Background: an optimization exercise with open tools, aiming at small area and a short achievable clock period. Do not read the settings as production practice. Only simulation tests tie the RTL to the original design; equivalence was not proved. No activity file was given, so power comes from the tool's default toggle rates.

File: flow/design.v
package dma_pkg;
    localparam int addr_w     = 32;
    localparam int data_w     = 64;
    localparam int beat_bytes = data_w / 8;
    localparam int pixel_w = 24;
    localparam int burst_len   = 16;
    localparam int burst_bytes = burst_len * beat_bytes;
    localparam int image_w = 16;
    localparam int image_h = 4;
    localparam int frame_bytes = image_w * image_h * beat_bytes;
    localparam int buff_num = 3;
    localparam int fifo_depth = 64;
    typedef logic [data_w-1:0] beat_t;
    typedef logic [addr_w-1:0] addr_t;
    typedef logic [1:0] slot_t;
    typedef logic [$clog2(burst_len+1)-1:0] beat_cnt_t;
    typedef logic [$clog2(fifo_depth+1)-1:0] level_t;
endpackage
module dma_frame_writer #(
    parameter dma_pkg::addr_t wr_base_addr = 32'h0200_0000
) (
    input  logic                             M_AXI_ACLK,
    input  logic                             M_AXI_ARESETN,
    output dma_pkg::addr_t                   m_axi_awaddr,
    output logic [7:0]                       m_axi_awlen,
    output logic [2:0]                       m_axi_awsize,
    output logic [1:0]                       m_axi_awburst,
    output logic                             m_axi_awvalid,
    input  logic                             m_axi_awready,
    output dma_pkg::beat_t                   m_axi_wdata,
    output logic [dma_pkg::beat_bytes-1:0]   m_axi_wstrb,
    output logic                             m_axi_wlast,
    output logic                             m_axi_wvalid,
    input  logic                             m_axi_wready,
    input  logic [1:0]                       m_axi_bresp,
    input  logic                             m_axi_bvalid,
    output logic                             m_axi_bready,
    input  logic                             pre_vs,
    input  logic                             pre_de,
    input  logic [dma_pkg::pixel_w-1:0]      pre_data,
    output logic                             wr_req,
    input  logic                             wr_enable,
    output logic                             wr_burst_now,
    output logic                             wr_burst_end
);
    localparam int pw    = dma_pkg::pixel_w;
    localparam int ring  = dma_pkg::fifo_depth - 1;
    localparam int rp_w  = $clog2(ring);
    assign m_axi_awlen   = 8'(dma_pkg::burst_len - 1);
    assign m_axi_awsize  = 3'($clog2(dma_pkg::beat_bytes));
    assign m_axi_awburst = 2'b01;
    assign m_axi_wstrb   = '1;
    always_ff @(posedge M_AXI_ACLK) begin
        if (!M_AXI_ARESETN) m_axi_bready <= 1'b0;
        else                m_axi_bready <= 1'b1;
    end
    logic       vs_d;
    logic       vs_rise, vs_fall;
    logic [1:0] slot;
    logic       base_load;
    assign vs_rise = pre_vs && !vs_d;
    assign vs_fall = !pre_vs && vs_d;
    always_ff @(posedge M_AXI_ACLK) begin
        if (!M_AXI_ARESETN) begin
            vs_d      <= 1'b0;
            slot      <= 2'd0;
            base_load <= 1'b0;
        end else begin
            vs_d      <= pre_vs;
            base_load <= vs_fall;
            if (vs_fall) slot <= (slot == 2'd2) ? 2'd0 : slot + 2'd1;
        end
    end
    logic [pw-1:0]   head_lo, head_hi;
    logic [pw-1:0]   mem [ring];
    logic [ring:0]   occ;
    logic            hv;
    logic            full, empty, one;
    logic            push_ok, pop_ok, to_head;
    logic            ring_push, ring_pop;
    logic            w_hs;
    assign full      = occ[ring];
    assign empty     = !hv;
    assign one       = hv && occ[0];
    assign push_ok   = pre_de && !full && !vs_rise;
    assign pop_ok    = w_hs && !empty && !vs_rise;
    assign to_head   = pop_ok ? one : empty;
    assign ring_push = push_ok && !to_head;
    assign ring_pop  = pop_ok && !one;
    assign m_axi_wdata = {{(dma_pkg::data_w - pw){1'b0}}, head_lo | head_hi};
    localparam int ngrp = ring / 3;
    logic [pw-1:0] grp_n [ngrp];
    for (genvar g = 0; g < ngrp; g++) begin : g_grp
        for (genvar b = 0; b < pw; b++) begin : g_bit
            ring_aoi u_aoi (
                .s0 (occ[3*g+1]), .d0 (mem[3*g][b]),
                .s1 (occ[3*g+2]), .d1 (mem[3*g+1][b]),
                .s2 (occ[3*g+3]), .d2 (mem[3*g+2][b]),
                .y_n(grp_n[g][b])
            );
        end
    end
    localparam int nlo = (ngrp + 1) / 2;
    logic [pw-1:0] rd_lo, rd_hi;
    always_comb begin
        rd_lo = '0;
        rd_hi = '0;
        for (int g = 0; g < ngrp; g++) begin
            if (g < nlo) rd_lo = rd_lo | ~grp_n[g];
            else         rd_hi = rd_hi | ~grp_n[g];
        end
    end
    always_ff @(posedge M_AXI_ACLK) begin
        if (pre_de && !full) begin
            mem[0] <= pre_data;
            for (int i = 1; i < ring; i++) mem[i] <= mem[i-1];
        end
    end
    logic            occ_clr, occ_up, occ_dn, occ_hold;
    logic [ring:0]   occ_d;
    assign occ_clr  = !M_AXI_ARESETN || vs_rise;
    assign occ_up   = ring_push && !ring_pop;
    assign occ_dn   = ring_pop && !ring_push;
    assign occ_hold = !(occ_up || occ_dn);
    occ_cell_set u_occ0 (
        .clr  (occ_clr),
        .up   (occ_up),
        .dn   (occ_dn),
        .hold (occ_hold),
        .prev (1'b0),
        .self (occ[0]),
        .nxt  (occ[1]),
        .d    (occ_d[0])
    );
    for (genvar i = 1; i <= ring; i++) begin : g_occ
        occ_cell u_occ (
            .clr  (occ_clr),
            .up   (occ_up),
            .dn   (occ_dn),
            .hold (occ_hold),
            .prev (occ[i-1]),
            .self (occ[i]),
            .nxt  ((i == ring) ? 1'b0 : occ[(i == ring) ? ring : i+1]),
            .d    (occ_d[i])
        );
    end
    always_ff @(posedge M_AXI_ACLK) occ <= occ_d;
    always_ff @(posedge M_AXI_ACLK) begin
        if (!M_AXI_ARESETN || vs_rise) begin
            hv     <= 1'b0;
            wr_req <= 1'b0;
            head_lo <= '0;
            head_hi <= '0;
        end else begin
            if (occ_up)      wr_req <= wr_req || occ[14];
            else if (occ_dn) wr_req <= wr_req && !occ[15];
            if (to_head) begin
                head_lo <= push_ok ? pre_data : '0;
                head_hi <= '0;
                hv      <= push_ok;
            end else if (pop_ok) begin
                head_lo <= rd_lo;
                head_hi <= rd_hi;
            end
        end
    end
    logic        start, aw_hs;
    logic [24:0] aw_hi;
    assign start = wr_req && wr_enable && !wr_burst_now;
    assign aw_hs = m_axi_awvalid && m_axi_awready;
    assign m_axi_awaddr = {aw_hi, wr_base_addr[6:0]};
    always_ff @(posedge M_AXI_ACLK) begin
        if (!M_AXI_ARESETN) begin
            wr_burst_now  <= 1'b0;
            m_axi_awvalid <= 1'b0;
            aw_hi         <= wr_base_addr[31:7];
        end else begin
            if (wr_burst_end) wr_burst_now <= 1'b0;
            else if (start)   wr_burst_now <= 1'b1;
            if (aw_hs)        m_axi_awvalid <= 1'b0;
            else if (start)   m_axi_awvalid <= 1'b1;
            if (base_load)    aw_hi <= wr_base_addr[31:7] + {21'd0, slot, 2'b00};
            else if (aw_hs)   aw_hi <= aw_hi + 25'd1;
        end
    end
    logic [3:0] beat_cnt;
    assign w_hs         = m_axi_wvalid && m_axi_wready;
    assign wr_burst_end = m_axi_wlast && m_axi_wready;
    always_ff @(posedge M_AXI_ACLK) begin
        if (!M_AXI_ARESETN) begin
            m_axi_wvalid <= 1'b0;
            m_axi_wlast  <= 1'b0;
            beat_cnt     <= 4'd0;
        end else begin
            if (wr_burst_end) m_axi_wvalid <= 1'b0;
            else if (aw_hs)   m_axi_wvalid <= 1'b1;
            if (wr_burst_end) beat_cnt <= 4'd0;
            else if (w_hs)    beat_cnt <= beat_cnt + 4'd1;
            m_axi_wlast <= m_axi_wlast ? !m_axi_wready
                                       : (w_hs && beat_cnt == 4'd14);
        end
    end
endmodule
module ring_aoi (
    input  logic s0, d0, s1, d1, s2, d2,
    output logic y_n
);
    assign y_n = !((s0 && d0) || (s1 && d1) || (s2 && d2));
endmodule
module occ_cell (
    input  logic clr, up, dn, hold, prev, self, nxt,
    output logic d
);
    assign d = !clr && ((up && prev) || (dn && nxt) || (hold && self));
endmodule
module occ_cell_set (
    input  logic clr, up, dn, hold, prev, self, nxt,
    output logic d
);
    assign d = clr || (up && prev) || (dn && nxt) || (hold && self);
endmodule
File: flow/flow/run.sh
#!/bin/bash
# The standard layout (standard.sh) with two layout choices changed:
# clock tree sinks clustered more coarsely without dummy loads, and
# port buffers started from buf_2 (timing repair may still resize them).
set -euo pipefail
cat >> "$FLOW_CONFIG" <<'EOT'
export CTS_ARGS = -sink_clustering_enable -repair_clock_nets -dont_use_dummy_load -sink_clustering_size 24 -sink_clustering_max_diameter 100
export BUFFER_PORTS_ARGS = -buffer_cell sky130_fd_sc_hd__buf_2
EOT
bash standard.sh > standard.log 2>&1
File: flow/standard.sh
#!/bin/bash
# synth_recipe.tcl (not shown) runs the flow's synth.tcl, then flattens the netlist and writes it again
# the make line also repeats each setting of config.mk as NAME=value (left out here)
make -C /OpenROAD-flow-scripts/flow DESIGN_CONFIG=/design/flow/config.mk WORK_HOME=/design/flow/orfs CLKGATE_MAP_FILE= SYNTH_SCRIPT=/design/flow/synth_recipe.tcl "${@:-finish}"
File: flow/config.mk
export PLATFORM = sky130hd
export DESIGN_NAME = dma_frame_writer
export DESIGN_NICKNAME = dma_frame_writer
export VERILOG_FILES = /design/flow/design.v
export SDC_FILE = /design/flow/constraint.sdc
export NUM_CORES = 4
export LEC_CHECK = 0
export CAP_MARGIN = 20
export CORE_MARGIN = 2
export CORE_UTILIZATION = 40
export SETUP_SLACK_MARGIN = 2.95
export SLEW_MARGIN = 20
export SYNTH_HIERARCHICAL = 1
export SYNTH_MINIMUM_KEEP_SIZE = 0
export CTS_ARGS = -sink_clustering_enable -repair_clock_nets -dont_use_dummy_load -sink_clustering_size 24 -sink_clustering_max_diameter 100
export BUFFER_PORTS_ARGS = -buffer_cell sky130_fd_sc_hd__buf_2
File: flow/constraint.sdc
create_clock -name core_clock -period 5.5 [get_ports {M_AXI_ACLK}]
set_input_delay 1.1000 -clock core_clock [delete_from_list [all_inputs] [get_ports {M_AXI_ACLK}]]
set_output_delay 1.1000 -clock core_clock [all_outputs]
set_load 0.01 [all_outputs]
==> metrics.log, run 1 <==
INFO  metric drc = 0
INFO  metric final_min_period_over_clock_period = 0.475
INFO  metric chipWidth = slightly below 400 um
INFO  metric critPathLaunchType = primary input
INFO  metric grt-ovfl-total = 0
INFO  metric worst_slew_pin_slew = between 1 and 1.5 ns
INFO  metric worst_path_dominant_cell_family = buffers and inverters
INFO  metric grt_pass1_wl = approximately 190,000 um
INFO  metric die_height = 385 um
INFO  metric cts_max_level = 3
INFO  metric layout-area-overhead-vs-synth = 9.69%
INFO  metric synth.cell_area = around 58,000 sq um
INFO  metric cts_hold_fix_bufs = 0
INFO  metric tritoncts = built
INFO  metric grt_start_max_net_pins = 145
INFO  metric cp.depth = 5
INFO  metric drv_slew = 0
INFO  metric timing.fmax = roughly 380 MHz
INFO  metric synth.top_cell.area_share = 0.783
INFO  metric max_capacitance_violation_count = 0
INFO  metric core.rowCount = 139
INFO  metric die_area = between 100,000 and 150,000 sq um
INFO  metric path_cells = buf_2 > inv_12 > nor2_4 > buf_16 > buf_12
INFO  metric ir_worst_vdd = 0.235 mV
INFO  metric syn-mean-instance-area = around 20 sq um
INFO  metric cellPowerDensity = ~340 nW/um^2
INFO  metric cp_data_arrival_time = between 2 and 3 ns
INFO  metric synth_area_leader_cell = sky130_fd_sc_hd__edfxtp_1
INFO  metric layout-drive-gt1-share = 0.111
INFO  metric grt_antenna_before_repair = 6
INFO  metric worst_slew_margin_rel = 0.231
INFO  metric number_of_sinks_on_the_clock_net = 1,664
INFO  metric cp.buffers_inverters = 4
INFO  metric floorplan.io_pins = about 160
INFO  metric worst_clock_skew = about 0.045 ns
INFO  metric ant_nets = 0
INFO  metric design_power_total = between 20,000 and 25,000 uW
INFO  metric reg2regPathDepth = 3
INFO  metric wl_per_cell = 25.3 um
INFO  metric start_util = 0.403
INFO  metric cts-root-to-sink-buffers = 3
INFO  metric dp_slack = between 1.5 and 2 ns
INFO  metric min_path_type = flip-flop to flip-flop
INFO  metric synthCells = ~3,000
INFO  metric finish.net_count = ~3,200
INFO  metric slowest_stage = sky130_fd_sc_hd__buf_12
INFO  metric placement.io_buffers = between 80 and 90
INFO  metric rsz0062_at_grt = yes
INFO  metric setup.worst_path.class = primary input to flip-flop
INFO  metric via_count = just over 30,000
INFO  metric synth-warning-count = 10
INFO  metric groute.usage.overall = 0.165
INFO  metric synth.ff_latch_count = 1,664
INFO  metric clock_buffers_created_by_tritoncts = 80
INFO  metric seq_area_frac_synth = 0.835
INFO  metric finalSetupViolCount = 0
INFO  metric via_per_instance_ratio = 6.13
INFO  metric endpoint_kind = flip-flop
INFO  metric cpPeakStageDelay = 0.57 ns
INFO  metric status = timing/DRC/antenna clean
INFO  metric fin_setup_tns = 0 ns
INFO  metric total_leakage_power = approximately 0.020 uW
INFO  metric post_synth_arst_share = 0
INFO  metric dominantRegCellSynth = sky130_fd_sc_hd__edfxtp_1
INFO  metric yosys-top-cells-area = sky130_fd_sc_hd__edfxtp_1, sky130_fd_sc_hd__a222oi_1, sky130_fd_sc_hd__dfxtp_1
INFO  metric data_required_time_at_the_worst_endpoint = a little under 6 ns
INFO  metric post-route-min-period = ~2.6 ns
INFO  metric worst_hold_path.num_cells = 0
INFO  metric timing.final.ws_setup = 2.89 ns
INFO  metric clkTransAtPathRegs = about 0.09 ns
INFO  metric clock_tree.root_cell = sky130_fd_sc_hd__clkbuf_16
INFO  metric crit_fanout = between 100 and 150
INFO  metric synth-edff-count = ~1,500
INFO  metric globalplace.congestion = 0.742
INFO  metric core_area = about 140,000 sq um
INFO  metric first_pass_iters = 10
INFO  metric clock_latency = between 0.6 and 0.7 ns
INFO  metric synth_cell_type_count = 42
INFO  metric detail_route.iter0.violations = 6,042
INFO  metric wl = ~130,000 um
INFO  metric post-dp-hpwl = between 70,000 and 80,000 um
INFO  metric finalHoldViolations = 0
INFO  metric first_global_vias = 29,100
-- cell families after synthesis --
group                      after synthesis  share of synthesized area
AOI/OAI and AO/OA                      683                      0.110
xor gates and xnor gates                14                    0.00211
adders and majority gates                5                    0.00108
buffers and inverters                  103                     0.0112
DFF                                   1664                      0.835
muxes                                    1                   0.000173
other                                    2                   0.000129
and+or+nand+nor                        455                     0.0399
-- cells in the final DEF, fill, tap and decap left out, types with 24 or more instances in the layout --
| cell | n |
|---|---|
| sky130_fd_sc_hd__nor4_1 | 28 |
| sky130_fd_sc_hd__or2_4 | 24 |
| sky130_fd_sc_hd__buf_4 | 31 |
| sky130_fd_sc_hd__a31o_2 | 26 |
| sky130_fd_sc_hd__buf_2 | 64 |
| sky130_fd_sc_hd__buf_6 | 27 |
| sky130_fd_sc_hd__nor2_1 | 136 |
| sky130_fd_sc_hd__edfxtp_1 | 1512 |
| sky130_fd_sc_hd__nor3_1 | 28 |
| sky130_fd_sc_hd__dfxtp_1 | 90 |
| sky130_fd_sc_hd__and3_1 | 28 |
| sky130_fd_sc_hd__o21ai_0 | 34 |
| sky130_fd_sc_hd__a222oi_1 | 567 |
| sky130_fd_sc_hd__a21oi_1 | 44 |
| sky130_fd_sc_hd__nand2_1 | 64 |
| sky130_fd_sc_hd__clkbuf_16 | 80 |
| sky130_fd_sc_hd__nand4_1 | 105 |
| sky130_fd_sc_hd__conb_1 | 70 |
| sky130_fd_sc_hd__dfxtp_2 | 47 |
-- path summary, 6_finish.rpt --
| path | endpoint | startpoint | slack, ns |
|---|---|---|---|
| worst max-delay path | mem[61][15] | pre_de | 2.89 |
| worst min-delay path | mem[8][16] | mem[7][16] | 0.41 |
| worst max register to register | mem[61][15] | occ[63] | 3.12 |
| worst min register to register | mem[8][16] | mem[7][16] | 0.41 |
-- repair_timing --
action | CTS | global route
endpoints found under the setup margin | 1425 | 498
gates resized for setup | 110 | 1
setup buffers | 4 | 5
gates cloned | 5 | 0
hold endpoints to repair | 0 | 0
pin swaps | 13 | 2
-- state kept, by name, indices dropped and copies added, names as in the netlist --
name           cells
aw_hi             25
head_hi           24
m_axi_awvalid      1
base_load          1
m_axi_wlast        1
occ               64
beat_cnt           4
vs_d               1
head_lo           24
slot               2
hv                 1
mem             1512
m_axi_bready       1
m_axi_wvalid       1
wr_req             1
wr_burst_now       1
-- modules after synthesis, one instance, submodules excluded --
| module | cells | copies in the design | cell area, sq um | flip-flops and latches |
|---|---|---|---|---|
| occ_cell_set | 3 | 1 | 16.3 | 0 |
| dma_frame_writer | 2294 | 1 | 52100 | 1664 |
| ring_aoi | 1 | 504 | 10.0 | 0 |
| occ_cell | 2 | 63 | 13.8 | 0 |
-- stage by stage --
stage | util | hold WS (ns) | std cells | instance area, sq um
after floorplan | - | 0.425 | 2995 | 58300
after global placement | 0.424 | 0.427 | 4933 | 60900
after detailed placement | 0.424 | 0.432 | 4933 | 60900
after CTS | 0.442 | 0.405 | 5022 | 63500
after global routing | 0.442 | 0.419 | 5029 | 63600
final | 0.442 | 0.411 | 5030 | 63600
-- Yosys cell counts, drive strengths merged, types with 4 or more instances --
library cell,instances
a21oi,45
a222oi,567
a31o,26
and2,6
and3,28
buf,70
clkbuf,21
dfxtp,152
edfxtp,1512
ha,5
inv,12
nand2,64
nand2b,4
nand3,8
nand4,106
nor2,139
nor3,28
nor4,28
o21ai,37
or2,24
or3,7
or4,7
xnor2,8
xor2,6
-- layer usage --
| metal | wire length, um | vias to the layer above | global-route usage |
|---|---|---|---|
| li1 | - | 13400 | - |
| met1 | 55000 | 16000 | 0.241 |
| met2 | 59100 | 1310 | 0.256 |
| met3 | 10700 | 142 | 0.0312 |
| met4 | 2630 | 2 | 0.0417 |
| met5 | 13 | - | 0 |
-- final cells by class --
cell class / instances / area, sq um
inverter: 12 / 60.1
multi-input combinational: 1228 / 9300
fill: 12200 / 80200
antenna: 2 / 5.00
sequential: 1664 / 48600
tap: 1903 / 2380
clock buffer: 80 / 2000
timing repair buffer: 141 / 1320
-- power by group --
part	switching (uW)	leakage (uW)	internal [uW]
Sequential	327	0.0161	14500
Clock	3650	0.000986	2610
Combinational	336	0.00332	102
==> inputs of run 2 (changes only) <==
--- a/flow/config.mk
+++ b/flow/config.mk
@@ -10,3 +10,3 @@
 export CORE_UTILIZATION = 40
-export SETUP_SLACK_MARGIN = 2.95
+export SETUP_SLACK_MARGIN = 3.05
 export SLEW_MARGIN = 20
==> metrics.log, run 2 <==
INFO  metric fin_setup_tns = 0 ns (unchanged)
INFO  metric max_capacitance_violation_count = 0 (unchanged)
INFO  metric layout-drive-gt1-share = 0.118 (was 0.111)
INFO  metric synth_area_leader_cell = sky130_fd_sc_hd__edfxtp_1 (unchanged)
INFO  metric min_path_type = flip-flop to flip-flop (unchanged)
INFO  metric via_per_instance_ratio = 6.13 (about the same)
INFO  metric total_leakage_power = 0.0205 uW (was 0.0204 uW)
INFO  metric layout_top_registers = mem: 1512 flops, occ: 64 flops, aw_hi: 25 flops (unchanged)
INFO  metric final_cell_mix = sky130_fd_sc_hd__edfxtp_1, sky130_fd_sc_hd__a222oi_1, sky130_fd_sc_hd__nor2_1 (unchanged)
INFO  metric globalRouteMet3Util = 0.0326 (was 0.0312)
INFO  metric worst_slew_margin_rel = 0.230 (was 0.231)
INFO  metric clkTransAtPathRegs = 0.09 ns (about the same)
INFO  metric tritoncts = built (unchanged)
INFO  metric detail_route.iter0.violations = 5,888 (was 6,042)
INFO  metric layout.cells.most_common = sky130_fd_sc_hd__edfxtp_1 (unchanged)
INFO  metric synth.cell_area = 58,000 sq um (unchanged)
INFO  metric cp_data_arrival_time = 1.47 ns (was 2.91 ns)
INFO  metric finalSetupViolCount = 0 (unchanged)
INFO  metric synth.ff_latch_count = 1,664 (unchanged)
INFO  metric status = timing/DRC/antenna clean (unchanged)
INFO  metric globalplace.congestion = 0.742 (unchanged)
INFO  metric drc = 0 (unchanged)
INFO  metric start_util = 0.403 (unchanged)
INFO  metric slowest_stage = sky130_fd_sc_hd__dfxtp_2 (was sky130_fd_sc_hd__buf_12)
INFO  metric post-dp-hpwl = 74,200 um (unchanged)
INFO  metric via_count = 30,900 (was 30,800)
INFO  metric grt_antenna_before_repair = 6 (unchanged)
INFO  metric setup.reg_to_reg.worst_slack = 3.20 ns (was 3.12 ns)
INFO  metric yosys-top-cells-area = sky130_fd_sc_hd__edfxtp_1, sky130_fd_sc_hd__a222oi_1, sky130_fd_sc_hd__dfxtp_1 (unchanged)
INFO  metric hold_end = mem[8][16] (unchanged)
INFO  metric regToRegStartpoint = occ[0] (was occ[63])
INFO  metric syn-mean-instance-area = 19.8 sq um (unchanged)
INFO  metric cts_hold_fix_bufs = 0 (unchanged)
INFO  metric timing.fmax = 390 MHz (was 383 MHz)
INFO  metric holdCritStartpoint = mem[7][16] (unchanged)
INFO  metric cellPowerDensity = 338 nW/um^2 (was 339 nW/um^2)
INFO  metric setup.worst_path.class = flip-flop to output port (was primary input to flip-flop)
INFO  metric worst_hold_path.num_cells = 0 (unchanged)
INFO  metric stdcell_area = 63,800 sq um (was 63,600 sq um)
INFO  metric cts_max_level = 3 (unchanged)
INFO  metric path_cells = or2_4 > buf_2 (was buf_2 > inv_12 > nor2_4 > buf_16 > buf_12)
INFO  metric cpPeakStageDelay = 0.36 ns (was 0.57 ns)
INFO  metric drv_slew = 0 (unchanged)
INFO  metric data_required_time_at_the_worst_endpoint = 4.40 ns (was 5.80 ns)
INFO  metric grt_start_max_net_pins = 104 (was 145)
INFO  metric grt_util_met2 = 0.258 (was 0.256)
INFO  metric first_global_vias = 29,200 (was 29,100)
INFO  metric placement.io_buffers = 86 (unchanged)
INFO  metric reg2regPathDepth = 8 (was 3)
INFO  metric post-route-min-period = 2.57 ns (was 2.61 ns)
INFO  metric seq_area_frac_synth = 0.835 (unchanged)
INFO  metric layout-area-overhead-vs-synth = 10.0% (was 9.69%)
INFO  metric critPathLaunchType = flip-flop (was primary input)
INFO  metric synth.top_cell.area_share = 0.783 (unchanged)
INFO  metric wl_per_cell = 25.5 um (was 25.3 um)
INFO  metric floorplan.io_pins = 158 (unchanged)
INFO  metric cts-root-to-sink-buffers = 3 (unchanged)
INFO  metric core_area = 144,000 sq um (unchanged)
INFO  metric design_power_total = 21,600 uW (was 21,500 uW)
INFO  metric grt_pass1_wl = 190,000 um (was 188,000 um)
INFO  metric post_synth_arst_share = 0 (unchanged)
INFO  metric dpl-instance-area = 60,900 sq um (unchanged)
INFO  metric dominantRegCellSynth = sky130_fd_sc_hd__edfxtp_1 (unchanged)
INFO  metric grt_busiest_layer = met2 (unchanged)
INFO  metric hold_ws = 0.411 ns (about the same)
INFO  metric final_min_period_over_clock_period = 0.467 (was 0.475)
INFO  metric groute.usage.overall = 0.166 (was 0.165)
INFO  metric worst_slew_pin_slew = 1.15 ns (about the same)
INFO  metric clock_tree.root_cell = sky130_fd_sc_hd__clkbuf_16 (unchanged)
INFO  metric ant_nets = 0 (unchanged)
INFO  metric fillers = 12,200 (about the same)
INFO  metric synth_cell_type_count = 42 (unchanged)
INFO  metric synth-edff-count = 1,512 (unchanged)
INFO  metric endpoint_kind = output port (was flip-flop)
INFO  metric ir_worst_vdd = 0.236 mV (was 0.235 mV)
INFO  metric finish.net_count = 3,174 (was 3,166)
INFO  metric cp.buffers_inverters = 1 (was 4)
INFO  metric largest_reg_flops = 1,512 (unchanged)
INFO  metric synthCells = 2,927 (unchanged)
INFO  metric chipWidth = 385 um (unchanged)
INFO  metric top_register_by_number_of_flip_flops = mem (unchanged)
INFO  metric synth_commonest_cells = sky130_fd_sc_hd__edfxtp_1, sky130_fd_sc_hd__a222oi_1, sky130_fd_sc_hd__dfxtp_1 (unchanged)
INFO  metric first_pass_iters = 13 (was 10)
INFO  metric die_area = 148,000 sq um (unchanged)
INFO  metric die_height = 385 um (unchanged)
INFO  metric crit_fanout = 2 (was 144)
INFO  metric synth-warning-count = 10 (unchanged)
INFO  metric grt-ovfl-total = 0 (unchanged)
INFO  metric worst_clock_skew = 0.0441 ns (was 0.0447 ns)
INFO  metric post-synth-top-count-cell = sky130_fd_sc_hd__edfxtp_1 (unchanged)
INFO  metric worst_path_dominant_cell_family = flip-flops (was buffers and inverters)
INFO  metric wl = 128,000 um (was 127,000 um)
INFO  metric regToRegEndpoint = occ[11] (was mem[61][15])
INFO  metric clock_buffers_created_by_tritoncts = 80 (unchanged)
INFO  metric finalHoldViolations = 0 (unchanged)
INFO  metric clock_latency = 0.69 ns (was 0.67 ns)
INFO  metric rsz0062_at_grt = yes (unchanged)
INFO  metric core.rowCount = 139 (unchanged)
INFO  metric number_of_sinks_on_the_clock_net = 1,664 (unchanged)
INFO  metric grt.met1_usage = 0.242 (was 0.241)
-- run 2: cell count changes in the layout (fill, tap and decap cells not counted), moves of 2 or more --
cell / previous run / this run
sky130_fd_sc_hd__buf_8: 4 / 6
sky130_fd_sc_hd__buf_16: 5 / 11
sky130_fd_sc_hd__buf_4: 31 / 34
sky130_fd_sc_hd__dfxtp_1: 90 / 79
sky130_fd_sc_hd__dfxtp_4: 15 / 17
sky130_fd_sc_hd__dfxtp_2: 47 / 56
-- run 2: how the worst max path moves through the flow --
stage | to | depth (start not counted) | start | slack (ns)
6_report | m_axi_wdata[15] | 2 | head_lo[15] | 2.93
5_1_grt | m_axi_wdata[13] | 2 | head_lo[13] | 2.88
4_1_cts | m_axi_wdata[14] | 2 | head_lo[14] | 2.88
3_5_place_dp | occ[6] | 10 | m_axi_wready | 1.72
3_3_place_gp | occ[7] | 10 | m_axi_wready | 1.74
2_1_floorplan | occ[10] | 6 | pre_de | -20.56
-- run 2: cell families after synthesis --
logic type,after synthesis,synth area share
mux,1,0.000173
buf+inv,103,0.0112
fa+ha+maj,5,0.00108
flops,1664,0.835
other cells,2,0.000129
xor+xnor,14,0.00211
simple gates,455,0.0399
compound gates,683,0.110
-- run 2: layer usage --
layer / wire, um / vias up
li1: - / 13400
met1: 55200 / 16000
met2: 59400 / 1293
met3: 10800 / 144
met4: 2780 / 2
met5: 18 / -
-- run 2: area by class of cell --
cell class | count | area, sq um | share of cell area
timing repair buffer | 149 | 1490 | 0.0234
sequential | 1664 | 48600 | 0.761
antenna | 2 | 5.00 | 0.0000784
tap | 1903 | 2380 | 0.0373
inverter | 12 | 60.1 | 0.000941
multi-input combinational | 1228 | 9310 | 0.146
clock buffer | 80 | 2000 | 0.0314
-- run 2: per-module statistics from Yosys (local to each module, per instance) --
module,cell area (sq um),flip-flops and latches,cells,copies in the design
ring_aoi,10.0,0,1,504
dma_frame_writer,52100,1664,2294,1
occ_cell,13.8,0,2,63
occ_cell_set,16.3,0,3,1
-- run 2: timing repair --
action,4_1_cts,5_1_grt
setup buffers,8,5
resized for setup,132,8
endpoints found under the setup margin,1458,193
pin swaps,17,6
gates cloned,8,1
-- run 2: power by group --
group	switching [uW]	internal, uW
Combinational	342	111
Sequential	327	14500
Clock	3650	2610
Total	4320	17200
-- run 2: per-stage QoR --
step,instances,setup slack [ns],utilization
after floorplan,2995,-20.56,-
after global routing,5037,2.88,0.444
after detailed placement,4933,1.72,0.424
after global placement,4933,1.74,0.424
final,5038,2.93,0.444
after CTS,5029,2.88,0.443
==> inputs of run 3 (changes only) <==
--- a/flow/config.mk
+++ b/flow/config.mk
@@ -10,3 +10,3 @@
 export CORE_UTILIZATION = 40
-export SETUP_SLACK_MARGIN = 3.05
+export SETUP_SLACK_MARGIN = 3.1
 export SLEW_MARGIN = 20
==> metrics.log, run 3 <==
INFO  metric via_count = 30,800 (was 30,900)
INFO  metric data_required_time_at_the_worst_endpoint = 4.40 ns (about the same)
INFO  metric seq_area_frac_synth = 0.835 (unchanged)
INFO  metric tritoncts = built (unchanged)
INFO  metric synth_compound_area_frac = 0.110 (unchanged)
INFO  metric reg2regPathDepth = 8 (unchanged)
INFO  metric number_of_sinks_on_the_clock_net = 1,664 (unchanged)
INFO  metric ant_nets = 0 (unchanged)
INFO  metric post_synth_arst_share = 0 (unchanged)
INFO  metric cellPowerDensity = 338 nW/um^2 (about the same)
INFO  metric yosys-mux-area-fraction = 0.000173 (unchanged)
INFO  metric rsz0062_at_grt = yes (unchanged)
INFO  metric groute.usage.overall = 0.167 (was 0.166)
INFO  metric synth.ff_latch_count = 1,664 (unchanged)
INFO  metric post-synth-top-count-cell = sky130_fd_sc_hd__edfxtp_1 (unchanged)
INFO  metric holdCritStartpoint = mem[7][16] (unchanged)
INFO  metric total_leakage_power = 0.0205 uW (about the same)
INFO  metric final_cell_mix = sky130_fd_sc_hd__edfxtp_1, sky130_fd_sc_hd__a222oi_1, sky130_fd_sc_hd__nor2_1 (unchanged)
INFO  metric synth-edff-count = 1,512 (unchanged)
INFO  metric setup.reg_to_reg.worst_slack = 3.25 ns (was 3.20 ns)
INFO  metric chipWidth = 385 um (unchanged)
INFO  metric largest_reg_flops = 1,512 (unchanged)
INFO  metric slowest_stage = sky130_fd_sc_hd__dfxtp_2 (unchanged)
INFO  metric via_per_instance_ratio = 6.12 (was 6.13)
INFO  metric first_global_vias = 29,200 (about the same)
INFO  metric die_area = 148,000 sq um (unchanged)
INFO  metric detail_route.iter0.violations = 6,155 (was 5,888)
INFO  metric synth_area_leader_cell = sky130_fd_sc_hd__edfxtp_1 (unchanged)
INFO  metric path_cells = or2_4 > buf_2 (unchanged)
INFO  metric placement.io_buffers = 86 (unchanged)
INFO  metric drc = 0 (unchanged)
INFO  metric max_capacitance_violation_count = 0 (unchanged)
INFO  metric grt-ovfl-total = 0 (unchanged)
INFO  metric start_util = 0.403 (unchanged)
INFO  metric setup.worst_path.class = flip-flop to output port (unchanged)
INFO  metric timing.fmax = 390 MHz (about the same)
INFO  metric wl = 128,000 um (about the same)
INFO  metric yosys.area_share.xor_xnor = 0.00211 (unchanged)
INFO  metric critPathLaunchType = flip-flop (unchanged)
INFO  metric synthCells = 2,927 (unchanged)
INFO  metric final_min_period_over_clock_period = 0.466 (was 0.467)
INFO  metric worst_path_dominant_cell_family = flip-flops (unchanged)
INFO  metric regToRegEndpoint = occ[50] (was occ[11])
INFO  metric clock_latency = 0.68 ns (was 0.69 ns)
INFO  metric worst_slew_margin_rel = 0.235 (was 0.230)
INFO  metric grt_antenna_before_repair = 6 (unchanged)
INFO  metric timing.final.ws_setup = 2.94 ns (was 2.93 ns)
INFO  metric layout-area-overhead-vs-synth = 10.1% (was 10.0%)
INFO  metric worst_slew_pin_slew = 1.15 ns (about the same)
INFO  metric layout.cells.most_common = sky130_fd_sc_hd__edfxtp_1 (unchanged)
INFO  metric worst_hold_path.num_cells = 0 (unchanged)
INFO  metric cp_data_arrival_time = 1.46 ns (was 1.47 ns)
INFO  metric cpPeakStageDelay = 0.36 ns (about the same)
INFO  metric post_synth_and_or_nand_nor_area_fraction = 0.0399 (unchanged)
INFO  metric first_pass_iters = 12 (was 13)
INFO  metric core.rowCount = 139 (unchanged)
INFO  metric grt_start_max_net_pins = 104 (unchanged)
INFO  metric die_height = 385 um (unchanged)
INFO  metric finish.net_count = 3,174 (unchanged)
INFO  metric layout-drive-gt1-share = 0.121 (was 0.118)
INFO  metric wl_per_cell = 25.5 um (about the same)
INFO  metric post-route-min-period = 2.56 ns (was 2.57 ns)
INFO  metric grt_pass1_wl = 190,000 um (about the same)
INFO  metric clkTransAtPathRegs = 0.09 ns (about the same)
INFO  metric synth.top_cell.area_share = 0.783 (unchanged)
INFO  metric clock_buffers_created_by_tritoncts = 80 (unchanged)
INFO  metric clock_tree.root_cell = sky130_fd_sc_hd__clkbuf_16 (unchanged)
INFO  metric synth_cell_type_count = 42 (unchanged)
INFO  metric regToRegStartpoint = occ[0] (unchanged)
INFO  metric yosys-top-cells-area = sky130_fd_sc_hd__edfxtp_1, sky130_fd_sc_hd__a222oi_1, sky130_fd_sc_hd__dfxtp_1 (unchanged)
INFO  metric cts-root-to-sink-buffers = 3 (unchanged)
INFO  metric min_path_type = flip-flop to flip-flop (unchanged)
INFO  metric synth.cell_area = 58,000 sq um (unchanged)
INFO  metric dominantRegCellSynth = sky130_fd_sc_hd__edfxtp_1 (unchanged)
INFO  metric timing.critical_path.to = m_axi_wdata[15] (unchanged)
INFO  metric status = timing/DRC/antenna clean (unchanged)
INFO  metric worst_clock_skew = 0.0473 ns (was 0.0441 ns)
INFO  metric crit_fanout = 2 (unchanged)
INFO  metric finalSetupViolCount = 0 (unchanged)
INFO  metric fin_setup_tns = 0 ns (unchanged)
INFO  metric dp_slack = 1.72 ns (unchanged)
INFO  metric cp.depth = 2 (unchanged)
INFO  metric syn-mean-instance-area = 19.8 sq um (unchanged)
INFO  metric post-dp-hpwl = 74,200 um (unchanged)
INFO  metric setup.worst_path.start = head_lo[15] (unchanged)
INFO  metric floorplan.io_pins = 158 (unchanged)
INFO  metric placed_cells_incl_taps = 4,933 (unchanged)
INFO  metric top_register_by_number_of_flip_flops = mem (unchanged)
INFO  metric layout_top_registers = mem: 1512 flops, occ: 64 flops, aw_hi: 25 flops (unchanged)
INFO  metric ir_worst_vdd = 0.236 mV (about the same)
INFO  metric endpoint_kind = output port (unchanged)
INFO  metric core_area = 144,000 sq um (unchanged)
INFO  metric yosys.area_share.adder = 0.00108 (unchanged)
INFO  metric synth_commonest_cells = sky130_fd_sc_hd__edfxtp_1, sky130_fd_sc_hd__a222oi_1, sky130_fd_sc_hd__dfxtp_1 (unchanged)
INFO  metric drv_slew = 0 (unchanged)
INFO  metric synth_top_family_by_area = compound AO/OA/AOI/OAI gates (unchanged)
INFO  metric cts_max_level = 3 (unchanged)
INFO  metric finalHoldViolations = 0 (unchanged)
INFO  metric globalplace.congestion = 0.742 (unchanged)
INFO  metric cp.buffers_inverters = 1 (unchanged)
INFO  metric finalNonFillerCells = 5,038 (unchanged)
INFO  metric synth-warning-count = 10 (unchanged)
## run 3: final cells by class
class / count / area [sq um]
tap: 1903 / 2380
inverter: 12 / 60.1
sequential: 1664 / 48600
clock buffer: 80 / 2000
multi-input combinational: 1228 / 9310
fill: 12200 / 80000
timing repair buffer: 149 / 1500
antenna: 2 / 5.00
## run 3: worst register-to-register path, stage by stage, from the launching register on
cell and delay, ns:
sky130_fd_sc_hd__dfxtp_1 0.51, sky130_fd_sc_hd__nand3_1 0.26, sky130_fd_sc_hd__nand4_1 0.19, sky130_fd_sc_hd__buf_4 0.16
sky130_fd_sc_hd__inv_1 0.08, sky130_fd_sc_hd__ha_4 0.26, sky130_fd_sc_hd__buf_8 0.21, sky130_fd_sc_hd__a222oi_1 0.35
sky130_fd_sc_hd__nor2_1 0.07
## run 3: Yosys stat by module (local to each module, per instance)
module            cells  copies in the design  area, sq um  flip-flops and latches
dma_frame_writer   2294                     1        52100                    1664
ring_aoi              1                   504         10.0                       0
occ_cell_set          3                     1         16.3                       0
occ_cell              2                    63         13.8                       0
## run 3: kinds of logic (layout without fill, tap and decap cells)
group	after synthesis	after routing
muxes	1	1
AOI/OAI and AO/OA	683	683
other	2	72
buffers and inverters	103	241
and+or+nand+nor	455	455
xor gates and xnor gates	14	14
adders and majority gates	5	5
DFF	1664	1664
## run 3: worst min-delay path by stage
stage | to | slack [ns]
after global routing | mem[17][22] | 0.42
after floorplan | mem[10][0] | 0.43
after CTS | mem[17][22] | 0.41
after global placement | mem[61][6] | 0.43
final | mem[8][16] | 0.41
after detailed placement | mem[20][8] | 0.43
## run 3: report_power, final
group | leakage [uW] | internal [uW] | total, uW | switching, uW
logic | 0.00341 | 112 | 453 | 341
clock network | 0.000986 | 2610 | 6260 | 3650
registers | 0.0161 | 14500 | 14800 | 327
total | 0.0205 | 17200 | 21600 | 4320
## run 3: layer usage
layer  track usage  wire, um  share of wire  vias to the layer above
li1              -         -              -                    13400
met1         0.243     54900           0.43                    16000
met5             0        13        0.00010                        -
met3        0.0326     11200          0.087                      133
met2         0.258     59700           0.47                     1302
met4        0.0413      2470          0.019                        2
## run 3: per-stage QoR
stage / total power, uW / cell area (sq um) / hold WS [ns] / util
floorplan: 15700 / 58300 / 0.425 / -
CTS: 21800 / 63700 / 0.405 / 0.443
finish: 21600 / 63900 / 0.411 / 0.444
global route: 22300 / 63900 / 0.419 / 0.444
detailed placement: 15500 / 60900 / 0.432 / 0.424
global placement: 15500 / 60900 / 0.427 / 0.424
## run 3: what timing repair did
item                                    4_1_cts  5_1_grt
pin swaps                                    17        4
endpoints found under the setup margin     1463      472
endpoints found under the hold margin         0        0
setup buffers                                10        3
gates cloned                                  8        1
resized for setup                           139       14
hold buffers                                  0        0
==> inputs of run 4 (changes only) <==
--- a/flow/config.mk
+++ b/flow/config.mk
@@ -10,3 +10,3 @@
 export CORE_UTILIZATION = 40
-export SETUP_SLACK_MARGIN = 3.1
+export SETUP_SLACK_MARGIN = 3.0
 export SLEW_MARGIN = 20
==> metrics.log, run 4 <==
INFO  metric cts_max_level = 3 (unchanged)
INFO  metric detail_route.iter0.violations = 6,065 (was 6,155)
INFO  metric yosys-top-cells-area = sky130_fd_sc_hd__edfxtp_1, sky130_fd_sc_hd__a222oi_1, sky130_fd_sc_hd__dfxtp_1 (unchanged)
INFO  metric min_path_type = flip-flop to flip-flop (unchanged)
INFO  metric cellPowerDensity = 338 nW/um^2 (about the same)
INFO  metric clock_latency = 0.69 ns (was 0.68 ns)
INFO  metric layout.cells.most_common = sky130_fd_sc_hd__edfxtp_1 (unchanged)
INFO  metric total_leakage_power = 0.0204 uW (was 0.0205 uW)
INFO  metric final_min_period_over_clock_period = 0.467 (was 0.466)
INFO  metric setup.worst_path.class = flip-flop to output port (unchanged)
INFO  metric max_capacitance_violation_count = 0 (unchanged)
INFO  metric ir_worst_vdd = 0.237 mV (was 0.236 mV)
INFO  metric cp_data_arrival_time = 1.47 ns (was 1.46 ns)
INFO  metric fin_setup_tns = 0 ns (unchanged)
INFO  metric cp.buffers_inverters = 1 (unchanged)
INFO  metric synth_cell_type_count = 42 (unchanged)
INFO  metric finalSetupViolCount = 0 (unchanged)
INFO  metric grt-ovfl-total = 0 (unchanged)
INFO  metric dominantRegCellSynth = sky130_fd_sc_hd__edfxtp_1 (unchanged)
INFO  metric placement.io_buffers = 86 (unchanged)
INFO  metric syn-mean-instance-area = 19.8 sq um (unchanged)
INFO  metric groute.usage.overall = 0.165 (was 0.167)
INFO  metric synth_area_leader_cell = sky130_fd_sc_hd__edfxtp_1 (unchanged)
INFO  metric post-dp-hpwl = 74,200 um (unchanged)
INFO  metric cts-root-to-sink-buffers = 3 (unchanged)
INFO  metric drv_slew = 0 (unchanged)
INFO  metric wl_per_cell = 25.3 um (was 25.5 um)
INFO  metric post-route-min-period = 2.57 ns (was 2.56 ns)
INFO  metric worst_clock_skew = 0.0491 ns (was 0.0473 ns)
INFO  metric first_global_vias = 29,200 (about the same)
INFO  metric finish.net_count = 3,170 (was 3,174)
INFO  metric drc = 0 (unchanged)
INFO  metric synth.cell_area = 58,000 sq um (unchanged)
INFO  metric synth-warning-count = 10 (unchanged)
INFO  metric synth-edff-count = 1,512 (unchanged)
INFO  metric die_area = 148,000 sq um (unchanged)
INFO  metric worst_slew_margin_rel = 0.228 (was 0.235)
INFO  metric via_per_instance_ratio = 6.15 (was 6.12)
INFO  metric via_count = 31,000 (was 30,800)
INFO  metric cts_hold_fix_bufs = 0 (unchanged)
INFO  metric number_of_sinks_on_the_clock_net = 1,664 (unchanged)
INFO  metric top_register_by_number_of_flip_flops = mem (unchanged)
INFO  metric cpPeakStageDelay = 0.37 ns (was 0.36 ns)
INFO  metric synth_commonest_cells = sky130_fd_sc_hd__edfxtp_1, sky130_fd_sc_hd__a222oi_1, sky130_fd_sc_hd__dfxtp_1 (unchanged)
INFO  metric synthCells = 2,927 (unchanged)
INFO  metric crit_fanout = 2 (unchanged)
INFO  metric layout_top_registers = mem: 1512 flops, occ: 64 flops, aw_hi: 25 flops (unchanged)
INFO  metric post-synth-top-count-cell = sky130_fd_sc_hd__edfxtp_1 (unchanged)
INFO  metric timing.fmax = 390 MHz (about the same)
INFO  metric dp_slack = 1.72 ns (unchanged)
INFO  metric ant_nets = 0 (unchanged)
INFO  metric die_height = 385 um (unchanged)
INFO  metric chipWidth = 385 um (unchanged)
INFO  metric core_area = 144,000 sq um (unchanged)
INFO  metric seq_area_frac_synth = 0.835 (unchanged)
INFO  metric synth.ff_latch_count = 1,664 (unchanged)
INFO  metric final_cell_mix = sky130_fd_sc_hd__edfxtp_1, sky130_fd_sc_hd__a222oi_1, sky130_fd_sc_hd__nor2_1 (unchanged)
INFO  metric post_synth_arst_share = 0 (unchanged)
INFO  metric grt_start_max_net_pins = 145 (was 104)
INFO  metric synth.top_cell.area_share = 0.783 (unchanged)
INFO  metric grt_pass1_wl = 189,000 um (was 190,000 um)
INFO  metric clock_tree.root_cell = sky130_fd_sc_hd__clkbuf_16 (unchanged)
INFO  metric floorplan.io_pins = 158 (unchanged)
INFO  metric globalplace.congestion = 0.742 (unchanged)
INFO  metric core.rowCount = 139 (unchanged)
INFO  metric clkTransAtPathRegs = 0.10 ns (was 0.09 ns)
INFO  metric data_required_time_at_the_worst_endpoint = 4.40 ns (about the same)
INFO  metric status = timing/DRC/antenna clean (unchanged)
INFO  metric rsz0062_at_grt = yes (unchanged)
INFO  metric layout-drive-gt1-share = 0.115 (was 0.121)
INFO  metric clock_buffers_created_by_tritoncts = 80 (unchanged)
INFO  metric largest_reg_flops = 1,512 (unchanged)
INFO  metric critPathLaunchType = flip-flop (unchanged)
INFO  metric tritoncts = built (unchanged)
INFO  metric endpoint_kind = output port (unchanged)
INFO  metric finalHoldViolations = 0 (unchanged)
INFO  metric first_pass_iters = 10 (was 12)
INFO  metric path_cells = or2_4 > buf_6 (was or2_4 > buf_2)
INFO  metric worst_slew_pin_slew = 1.16 ns (was 1.15 ns)
INFO  metric timing.final.ws_setup = 2.93 ns (was 2.94 ns)
INFO  metric start_util = 0.403 (unchanged)
INFO  metric grt_antenna_before_repair = 6 (unchanged)
INFO  metric slowest_stage = sky130_fd_sc_hd__dfxtp_4 (was sky130_fd_sc_hd__dfxtp_2)
INFO  metric wl = 128,000 um (about the same)
INFO  metric worst_path_dominant_cell_family = flip-flops (unchanged)
INFO  metric layout-area-overhead-vs-synth = 9.85% (was 10.1%)
-- run 4: changes by cell type in the layout (fill, tap and decap cells not counted), moves of 2 or more --
| cell | delta |
|---|---|
| sky130_fd_sc_hd__dfxtp_2 | -11 |
| sky130_fd_sc_hd__buf_16 | -4 |
| sky130_fd_sc_hd__dfxtp_1 | +13 |
| sky130_fd_sc_hd__buf_8 | -4 |
| sky130_fd_sc_hd__dfxtp_4 | -2 |
| sky130_fd_sc_hd__buf_6 | +3 |
-- run 4: cell type report --
class | count | area (sq um)
antenna | 3 | 7.51
clock buffer | 80 | 2000
fill | 12200 | 80100
inverter | 12 | 60.1
multi-input combinational | 1228 | 9300
sequential | 1664 | 48600
tap | 1903 | 2380
timing repair buffer | 145 | 1400
-- run 4: logic make-up (layout without fill, tap and decap cells) --
family / after synthesis / count (layout) / synth area share
adders and majority gates: 5 / 5 / 0.00108
AOI/OAI and AO/OA: 683 / 683 / 0.110
xor gates and xnor gates: 14 / 14 / 0.00211
DFF: 1664 / 1664 / 0.835
other: 2 / 73 / 0.000129
and+or+nand+nor: 455 / 455 / 0.0399
buffers and inverters: 103 / 237 / 0.0112
muxes: 1 / 1 / 0.000173
-- run 4: worst paths after layout --
| kind | start | endpoint | slack (ns) | cells past startpoint |
|---|---|---|---|---|
| worst max-delay path | head_lo[14] | m_axi_wdata[14] | 2.93 | 2 |
| worst min-delay path | mem[16][22] | mem[17][22] | 0.41 | 0 |
| worst max register to register | m_axi_wvalid | occ[16] | 3.19 | 8 |
| worst min register to register | mem[16][22] | mem[17][22] | 0.41 | 0 |
-- run 4: report_power, final --
part | switching (uW) | internal, uW | total (uW)
clock network | 3650 | 2610 | 6260
registers | 327 | 14500 | 14800
logic | 337 | 106 | 443
total | 4310 | 17200 | 21500
-- run 4: through the flow --
step / area [sq um] / std cells / hold slack, ns / util / power [uW]
6_report: 63700 / 5035 / 0.411 / 0.443 / 21500
5_1_grt: 63700 / 5033 / 0.419 / 0.443 / 22300
4_1_cts: 63600 / 5025 / 0.405 / 0.442 / 21800
3_5_place_dp: 60900 / 4933 / 0.432 / 0.424 / 15500
3_3_place_gp: 60900 / 4933 / 0.427 / 0.424 / 15500
2_1_floorplan: 58300 / 2995 / 0.425 / - / 15700
-- run 4: per-module statistics from Yosys, one instance, submodules excluded --
| module | copies in the design | flops+latches | cell area, sq um | cells inside |
|---|---|---|---|---|
| dma_frame_writer | 1 | 1664 | 52100 | 2294 |
| occ_cell_set | 1 | 0 | 16.3 | 3 |
| ring_aoi | 504 | 0 | 10.0 | 1 |
| occ_cell | 63 | 0 | 13.8 | 2 |
-- run 4: routing by layer --
layer  global-route usage  up-vias  wire [um]  part of all wire
li1                     -    13400          -                 -
met4               0.0417        2       2800             0.022
met3               0.0312      145      10700             0.084
met2                0.256     1305      59100              0.46
met1                0.241    16100      54900              0.43
met5                    0        -         18           0.00014
-- run 4: what timing repair did --
item	4_1_cts	5_1_grt
setup endpoints to repair	1454	876
resized for setup	118	6
setup buffers	7	6
gates cloned	5	0
pin swaps	17	2
==> inputs of run 5 (changes only) <==
--- a/flow/flow/run.sh
+++ b/flow/flow/run.sh
@@ -6,3 +6,3 @@
 cat >> "$FLOW_CONFIG" <<'EOT'
-export CTS_ARGS = -sink_clustering_enable -repair_clock_nets -dont_use_dummy_load -sink_clustering_size 24 -sink_clustering_max_diameter 100
+export CTS_ARGS = -sink_clustering_enable -repair_clock_nets -dont_use_dummy_load -sink_clustering_size 28 -sink_clustering_max_diameter 110
 export BUFFER_PORTS_ARGS = -buffer_cell sky130_fd_sc_hd__buf_2
--- a/flow/config.mk
+++ b/flow/config.mk
@@ -14,3 +14,3 @@
 export SYNTH_MINIMUM_KEEP_SIZE = 0
-export CTS_ARGS = -sink_clustering_enable -repair_clock_nets -dont_use_dummy_load -sink_clustering_size 24 -sink_clustering_max_diameter 100
+export CTS_ARGS = -sink_clustering_enable -repair_clock_nets -dont_use_dummy_load -sink_clustering_size 28 -sink_clustering_max_diameter 110
 export BUFFER_PORTS_ARGS = -buffer_cell sky130_fd_sc_hd__buf_2
==> metrics.log, run 5 <==
INFO  metric status = timing/DRC/antenna clean (unchanged)
INFO  metric layout_top_registers = mem: 1512 flops, occ: 64 flops, aw_hi: 25 flops (unchanged)
INFO  metric regToRegEndpoint = aw_hi[22] (was occ[16])
INFO  metric top_register_by_number_of_flip_flops = mem (unchanged)
INFO  metric synth-edff-count = 1,512 (unchanged)
INFO  metric via_per_instance_ratio = 6.14 (was 6.15)
INFO  metric synth.ff_latch_count = 1,664 (unchanged)
INFO  metric number_of_sinks_on_the_clock_net = 1,664 (unchanged)
INFO  metric grt_busiest_layer = met2 (unchanged)
INFO  metric chipWidth = 385 um (unchanged)
INFO  metric die_height = 385 um (unchanged)
INFO  metric setup.worst_path.start = head_lo[15] (was head_lo[14])
INFO  metric post-synth-top-count-cell = sky130_fd_sc_hd__edfxtp_1 (unchanged)
INFO  metric finish.net_count = 3,161 (was 3,170)
INFO  metric tritoncts = built (unchanged)
INFO  metric wl_per_cell = 25.3 um (about the same)
INFO  metric grt.met1_usage = 0.243 (was 0.241)
INFO  metric timing.critical_path.to = m_axi_wdata[15] (was m_axi_wdata[14])
INFO  metric endpoint_kind = output port (unchanged)
INFO  metric total_leakage_power = 0.0203 uW (was 0.0204 uW)
INFO  metric post_synth_arst_share = 0 (unchanged)
INFO  metric grt_util_met2 = 0.258 (was 0.256)
INFO  metric syn-mean-instance-area = 19.8 sq um (unchanged)
INFO  metric slowest_stage = sky130_fd_sc_hd__dfxtp_2 (was sky130_fd_sc_hd__dfxtp_4)
INFO  metric detail_route.iter0.violations = 6,075 (was 6,065)
INFO  metric synth_cell_type_count = 42 (unchanged)
INFO  metric worst_clock_skew = 0.0639 ns (was 0.0491 ns)
INFO  metric via_count = 30,800 (was 31,000)
INFO  metric synthCells = 2,927 (unchanged)
INFO  metric seq_area_frac_synth = 0.835 (unchanged)
INFO  metric synth-warning-count = 10 (unchanged)
INFO  metric first_global_vias = 28,900 (was 29,200)
INFO  metric path_cells = or2_4 > buf_2 (was or2_4 > buf_6)
INFO  metric post-route-min-period = 2.57 ns (about the same)
INFO  metric regToRegStartpoint = aw_hi[3] (was m_axi_wvalid)
INFO  metric critPathLaunchType = flip-flop (unchanged)
INFO  metric cts-root-to-sink-buffers = 3 (unchanged)
INFO  metric post-dp-hpwl = 74,200 um (unchanged)
INFO  metric grt_pass1_wl = 189,000 um (about the same)
INFO  metric worst_slew_pin_slew = 1.16 ns (about the same)
INFO  metric wl = 127,000 um (was 128,000 um)
INFO  metric first_pass_iters = 10 (unchanged)
INFO  metric setup.worst_path.class = flip-flop to output port (unchanged)
INFO  metric finalHoldViolations = 0 (unchanged)
INFO  metric die_area = 148,000 sq um (unchanged)
INFO  metric final_min_period_over_clock_period = 0.468 (was 0.467)
INFO  metric layout.cells.most_common = sky130_fd_sc_hd__edfxtp_1 (unchanged)
INFO  metric largest_reg_flops = 1,512 (unchanged)
INFO  metric reg2regPathDepth = 4 (was 8)
INFO  metric cpPeakStageDelay = 0.37 ns (about the same)
INFO  metric data_required_time_at_the_worst_endpoint = 4.40 ns (about the same)
INFO  metric synth.cell_area = 58,000 sq um (unchanged)
INFO  metric dp_slack = 1.72 ns (unchanged)
INFO  metric setup.reg_to_reg.worst_slack = 3.26 ns (was 3.19 ns)
INFO  metric final_cell_mix = sky130_fd_sc_hd__edfxtp_1, sky130_fd_sc_hd__a222oi_1, sky130_fd_sc_hd__nor2_1 (unchanged)
INFO  metric layout-area-overhead-vs-synth = 9.54% (was 9.85%)
INFO  metric timing.final.ws_setup = 2.93 ns (about the same)
INFO  metric drv_slew = 0 (unchanged)
INFO  metric synth_area_leader_cell = sky130_fd_sc_hd__edfxtp_1 (unchanged)
INFO  metric dominantRegCellSynth = sky130_fd_sc_hd__edfxtp_1 (unchanged)
INFO  metric timing.fmax = 389 MHz (was 390 MHz)
INFO  metric groute.usage.overall = 0.166 (was 0.165)
INFO  metric hold_ws = 0.426 ns (was 0.411 ns)
INFO  metric layout-drive-gt1-share = 0.113 (was 0.115)
INFO  metric grt_antenna_before_repair = 6 (unchanged)
INFO  metric worst_path_dominant_cell_family = flip-flops (unchanged)
INFO  metric clock_tree.root_cell = sky130_fd_sc_hd__clkbuf_16 (unchanged)
INFO  metric yosys-top-cells-area = sky130_fd_sc_hd__edfxtp_1, sky130_fd_sc_hd__a222oi_1, sky130_fd_sc_hd__dfxtp_1 (unchanged)
INFO  metric start_util = 0.403 (unchanged)
INFO  metric floorplan.io_pins = 158 (unchanged)
INFO  metric synth.top_cell.area_share = 0.783 (unchanged)
INFO  metric cts_max_level = 3 (unchanged)
INFO  metric core.rowCount = 139 (unchanged)
INFO  metric cp_data_arrival_time = 1.47 ns (about the same)
INFO  metric cellPowerDensity = 333 nW/um^2 (was 338 nW/um^2)
INFO  metric worst_slew_margin_rel = 0.226 (was 0.228)
INFO  metric grt_start_max_net_pins = 104 (was 145)
INFO  metric max_capacitance_violation_count = 0 (unchanged)
INFO  metric cp.buffers_inverters = 1 (unchanged)
INFO  metric globalplace.congestion = 0.742 (unchanged)
INFO  metric design_power_total = 21,200 uW (was 21,500 uW)
INFO  metric cts_hold_fix_bufs = 0 (unchanged)
INFO  metric fin_setup_tns = 0 ns (unchanged)
INFO  metric crit_fanout = 2 (unchanged)
INFO  metric core_area = 144,000 sq um (unchanged)
INFO  metric finalSetupViolCount = 0 (unchanged)
INFO  metric synth_commonest_cells = sky130_fd_sc_hd__edfxtp_1, sky130_fd_sc_hd__a222oi_1, sky130_fd_sc_hd__dfxtp_1 (unchanged)
INFO  metric ir_worst_vdd = 0.227 mV (was 0.237 mV)
INFO  metric ant_nets = 0 (unchanged)
INFO  metric clkTransAtPathRegs = 0.10 ns (about the same)
INFO  metric clock_latency = 0.67 ns (was 0.69 ns)
INFO  metric placement.io_buffers = 86 (unchanged)
INFO  metric min_path_type = flip-flop to flip-flop (unchanged)
INFO  metric clock_buffers_created_by_tritoncts = 70 (was 80)
INFO  metric cp.depth = 2 (unchanged)
INFO  metric rsz0062_at_grt = yes (unchanged)
INFO  metric worst_hold_path.num_cells = 0 (unchanged)
INFO  metric grt-ovfl-total = 0 (unchanged)
INFO  metric globalRouteMet3Util = 0.0325 (was 0.0312)
INFO  metric fillers = 12,300 (was 12,200)
INFO  metric drc = 0 (unchanged)
-- run 5: cell counts after synthesis --
Identical to the previous run, type by type.
-- run 5: cell type report --
cell class	count	area, sq um	share of cell area
tap	1903	2380	0.0375
clock buffer	70	1750	0.0276
antenna	1	2.50	0.0000394
timing repair buffer	146	1470	0.0231
inverter	12	60.1	0.000945
sequential	1664	48600	0.764
multi-input combinational	1228	9310	0.146
-- run 5: metrics by stage --
step                      std cells  cell area (sq um)  utilization
after CTS                      5018              63400        0.441
after floorplan                2995              58300            -
after global placement         4933              60900        0.424
after detailed placement       4933              60900        0.424
final                          5024              63500        0.442
after global routing           5024              63500        0.442
-- run 5: how the worst min path moves through the flow --
stage | start | to | slack, ns
floorplan | mem[9][0] | mem[10][0] | 0.43
global placement | mem[60][6] | mem[61][6] | 0.43
detailed placement | mem[19][8] | mem[20][8] | 0.43
CTS | mem[47][9] | mem[48][9] | 0.43
global route | mem[10][18] | mem[11][18] | 0.44
finish | mem[7][15] | mem[8][15] | 0.43
-- run 5: timing repair --
| item | CTS | global route |
|---|---|---|
| pin swaps | 17 | 3 |
| buffers inserted | 8 | 4 |
| hold endpoints to repair | 0 | 0 |
| gates cloned | 7 | 0 |
| setup endpoints to repair | 1449 | 489 |
| gates resized for setup | 117 | 20 |
-- run 5: cells by family after synthesis --
| group | share of synthesized area |
|---|---|
| DFF | 0.835 |
| AOI/OAI and AO/OA | 0.110 |
| and+or+nand+nor | 0.0399 |
| buffers and inverters | 0.0112 |
| xor gates and xnor gates | 0.00211 |
| adders and majority gates | 0.00108 |
| other | 0.000129 |
| muxes | 0.000173 |
-- run 5: power by group --
group	internal [uW]	total, uW	switching [uW]
registers	14500	14800	327
logic	110	448	339
clock network	2300	5880	3580
total	16900	21200	4250
-- run 5: per-layer routing --
metal | up-vias | share of wire
li1 | 13400 | -
met1 | 16000 | 0.43
met2 | 1302 | 0.47
met3 | 136 | 0.084
met4 | 2 | 0.020
met5 | - | 0.00014
-- run 5: per-module statistics from Yosys (local to each module, per instance) --
module	cells	copies in the design	flip-flops and latches
occ_cell_set	3	1	0
dma_frame_writer	2294	1	1664
occ_cell	2	63	0
ring_aoi	1	504	0
==> inputs of run 6 (changes only) <==
--- a/flow/flow/run.sh
+++ b/flow/flow/run.sh
@@ -6,3 +6,3 @@
 cat >> "$FLOW_CONFIG" <<'EOT'
-export CTS_ARGS = -sink_clustering_enable -repair_clock_nets -dont_use_dummy_load -sink_clustering_size 28 -sink_clustering_max_diameter 110
+export CTS_ARGS = -sink_clustering_enable -repair_clock_nets -dont_use_dummy_load -sink_clustering_size 20 -sink_clustering_max_diameter 80 -buf_list "sky130_fd_sc_hd__clkbuf_8 sky130_fd_sc_hd__clkbuf_16"
 export BUFFER_PORTS_ARGS = -buffer_cell sky130_fd_sc_hd__buf_2
--- a/flow/config.mk
+++ b/flow/config.mk
@@ -14,3 +14,3 @@
 export SYNTH_MINIMUM_KEEP_SIZE = 0
-export CTS_ARGS = -sink_clustering_enable -repair_clock_nets -dont_use_dummy_load -sink_clustering_size 28 -sink_clustering_max_diameter 110
+export CTS_ARGS = -sink_clustering_enable -repair_clock_nets -dont_use_dummy_load -sink_clustering_size 20 -sink_clustering_max_diameter 80 -buf_list "sky130_fd_sc_hd__clkbuf_8 sky130_fd_sc_hd__clkbuf_16"
 export BUFFER_PORTS_ARGS = -buffer_cell sky130_fd_sc_hd__buf_2
==> metrics.log, run 6 <==
INFO  metric status = timing/DRC/antenna clean (unchanged)
INFO  metric min_path_type = flip-flop to flip-flop (unchanged)
INFO  metric cellPowerDensity = 346 nW/um^2 (was 333 nW/um^2)
INFO  metric core_area = 144,000 sq um (unchanged)
INFO  metric setup.reg_to_reg.worst_slack = 3.24 ns (was 3.26 ns)
INFO  metric via_per_instance_ratio = 6.14 (about the same)
INFO  metric clock_buffers_created_by_tritoncts = 96 (was 70)
INFO  metric fillers = 12,200 (was 12,300)
INFO  metric grt_antenna_before_repair = 6 (unchanged)
INFO  metric synth.ff_latch_count = 1,664 (unchanged)
INFO  metric power.sequential.fraction = 0.670 (was 0.701)
INFO  metric synth-warning-count = 10 (unchanged)
INFO  metric total_leakage_power = 0.0206 uW (was 0.0203 uW)
INFO  metric finish.net_count = 3,188 (was 3,161)
INFO  metric critPathLaunchType = flip-flop (unchanged)
INFO  metric rsz0062_at_grt = yes (unchanged)
INFO  metric final_cell_mix = sky130_fd_sc_hd__edfxtp_1, sky130_fd_sc_hd__a222oi_1, sky130_fd_sc_hd__nor2_1 (unchanged)
INFO  metric drv_slew = 0 (unchanged)
INFO  metric setup.worst_path.class = flip-flop to output port (unchanged)
INFO  metric worst_slew_pin_slew = 1.14 ns (was 1.16 ns)
INFO  metric largest_reg_flops = 1,512 (unchanged)
INFO  metric drc = 0 (unchanged)
INFO  metric floorplan.io_pins = 158 (unchanged)
INFO  metric finalNonFillerCells = 5,052 (was 5,024)
INFO  metric detail_route.iter0.violations = 5,729 (was 6,075)
INFO  metric cp_data_arrival_time = 1.50 ns (was 1.47 ns)
INFO  metric worst_clock_skew = 0.0757 ns (was 0.0639 ns)
INFO  metric finalHoldViolations = 0 (unchanged)
INFO  metric tritoncts = built (unchanged)
INFO  metric die_height = 385 um (unchanged)
INFO  metric via_count = 31,000 (was 30,800)
INFO  metric start_util = 0.403 (unchanged)
INFO  metric synth-edff-count = 1,512 (unchanged)
INFO  metric globalplace.congestion = 0.742 (unchanged)
INFO  metric synth_area_leader_cell = sky130_fd_sc_hd__edfxtp_1 (unchanged)
INFO  metric wl = 129,000 um (was 127,000 um)
INFO  metric clock_latency = 0.71 ns (was 0.67 ns)
INFO  metric final_min_period_over_clock_period = 0.472 (was 0.468)
INFO  metric worst_slew_margin_rel = 0.236 (was 0.226)
INFO  metric timing.fmax = 385 MHz (was 389 MHz)
INFO  metric synth_cell_type_count = 42 (unchanged)
INFO  metric first_global_vias = 29,400 (was 28,900)
INFO  metric groute.usage.overall = 0.168 (was 0.166)
INFO  metric finalSetupViolCount = 0 (unchanged)
INFO  metric post-route-min-period = 2.60 ns (was 2.57 ns)
INFO  metric seq_area_frac_synth = 0.835 (unchanged)
INFO  metric number_of_sinks_on_the_clock_net = 1,664 (unchanged)
INFO  metric max_capacitance_violation_count = 0 (unchanged)
INFO  metric wl_per_cell = 25.4 um (was 25.3 um)
INFO  metric hold_ws = 0.411 ns (was 0.426 ns)
INFO  metric placed_cells_incl_taps = 4,933 (unchanged)
INFO  metric chipWidth = 385 um (unchanged)
INFO  metric total_net_switching_power = 4450 uW (was 4250 uW)
INFO  metric layout_top_registers = mem: 1512 flops, occ: 64 flops, aw_hi: 25 flops (unchanged)
INFO  metric cts-root-to-sink-buffers = 3 (unchanged)
INFO  metric power_frac_comb = 0.020 (was 0.021)
INFO  metric synth.cell_area = 58,000 sq um (unchanged)
INFO  metric synthCells = 2,927 (unchanged)
INFO  metric cts_max_level = 3 (unchanged)
INFO  metric first_pass_iters = 11 (was 10)
INFO  metric ir_worst_vdd = 0.230 mV (was 0.227 mV)
INFO  metric synth.top_cell.area_share = 0.783 (unchanged)
INFO  metric clkTransAtPathRegs = 0.08 ns (was 0.10 ns)
INFO  metric grt_pass1_wl = 191,000 um (was 189,000 um)
INFO  metric layout-area-overhead-vs-synth = 10.6% (was 9.54%)
INFO  metric yosys-top-cells-area = sky130_fd_sc_hd__edfxtp_1, sky130_fd_sc_hd__a222oi_1, sky130_fd_sc_hd__dfxtp_1 (unchanged)
INFO  metric layout.cells.most_common = sky130_fd_sc_hd__edfxtp_1 (unchanged)
INFO  metric top_register_by_number_of_flip_flops = mem (unchanged)
INFO  metric core.rowCount = 139 (unchanged)
INFO  metric post-synth-top-count-cell = sky130_fd_sc_hd__edfxtp_1 (unchanged)
INFO  metric fin_setup_tns = 0 ns (unchanged)
-- run 6: changes by cell type in the layout (fill, tap and decap cells not counted), sizes merged --
| cell | change |
|---|---|
| clkbuf | +28 |
| diode | +1 |
| bufbuf | -2 |
| buf | +1 |
-- run 6: power by group through the flow --
stage | clock network [uW] | logic (uW) | registers [uW]
after floorplan | 0 | 289 | 15400
after global placement | 0 | 385 | 15100
after detailed placement | 0 | 397 | 15100
after CTS | 7110 | 445 | 14800
after global routing | 7510 | 486 | 14900
final | 6880 | 447 | 14800
-- run 6: area by class of cell --
type / instances / area, sq um / area share
Antenna cell: 2 / 5.00 / 0.0000780
Clock buffer: 96 / 2400 / 0.0374
Inverter: 12 / 60.1 / 0.000936
Multi-Input combinational cell: 1228 / 9300 / 0.145
Sequential cell: 1664 / 48600 / 0.757
Tap cell: 1903 / 2380 / 0.0371
Timing Repair Buffer: 147 / 1440 / 0.0224
-- run 6: modules after synthesis (local to each module, per instance) --
module / cell area, sq um / cells inside
occ_cell_set: 16.3 / 3
dma_frame_writer: 52100 / 2294
occ_cell: 13.8 / 2
ring_aoi: 10.0 / 1
-- run 6: worst max-delay path, cell delays in order (launching register included) --
cell	delay (ns)
sky130_fd_sc_hd__dfxtp_2	0.36
sky130_fd_sc_hd__or2_4	0.27
sky130_fd_sc_hd__buf_2	0.15
-- run 6: timing repair --
action | in CTS | in global routing
cloned | 5 | 2
pin swaps | 16 | 6
endpoints found under the setup margin | 1426 | 597
resized for setup | 121 | 15
setup buffers | 7 | 6
-- run 6: metrics by stage --
step                      utilization  instance area [sq um]  worst slack, ns
after floorplan                     -                  58300           -20.56
after global routing            0.446                  64200             2.85
after CTS                       0.445                  64000             2.84
final                           0.446                  64200             2.90
after detailed placement        0.424                  60900             1.72
after global placement          0.424                  60900             1.74
-- run 6: logic make-up (layout without fill, tap and decap cells) --
group                    count (synthesis)  in the layout  share of synthesized area
other                                    2             72                   0.000129
buffers and inverters                  103            255                     0.0112
adder cells (fa/ha/maj)                  5              5                    0.00108
flip-flops                            1664           1664                      0.835
AND/OR/NAND/NOR                        455            455                     0.0399
XOR/XNOR                                14             14                    0.00211
AO/OA/AOI/OAI                          683            683                      0.110
multiplexers                             1              1                   0.000173
-- run 6: worst paths after layout --
kind,from,end,cells past startpoint
setup / recovery,head_lo[15],m_axi_wdata[15],2
hold / removal,mem[4][16],mem[5][16],0
setup reg to reg,occ[63],mem[43][21],3
hold reg to reg,mem[4][16],mem[5][16],0
-- run 6: layer usage --
metal,vias up,wire (um),global-route usage
li1,13400,-,-
met1,16100,55900,0.244
met2,1367,59100,0.256
met3,162,10500,0.0325
met4,2,3030,0.0519
met5,-,18,0

## re-timing with driven ports
How much do the figures lean on ideal ports? The routed layouts below were timed once more, with nothing changed but the port constraints. Step 1 sets driving cells, clkbuf_16 on the clock port and buf_2 on the other inputs (assumed; they add their load-dependent delay and slew). Step 2, shift: input delay + t, output delay - t, t = (earliest + latest rising clock arrival at the registers) / 2. This alone moves slack from input paths to output paths. Three values: no drivers, after step 1, after step 2; two values: the first two.
run	shift t [ns]	setup WS [ns]	worst setup path after step 2
run 1	0.726	2.890 / 2.858 / 2.189	input to register
run 2	0.726	2.933 / 2.861 / 2.392	input to register
run 3	0.726	2.937 / 2.866 / 2.443	input to register
run 4	0.726	2.934 / 2.863 / 2.330	input to register
run 5	0.721	2.927 / 2.854 / 2.325	input to register
run 6	0.754	2.902 / 2.830 / 2.218	input to register
After both steps setup and hold are still met in every run listed. The setup slack of run 1, which loses most, moves by -0.032 ns with the drivers and by -0.701 ns with both steps.
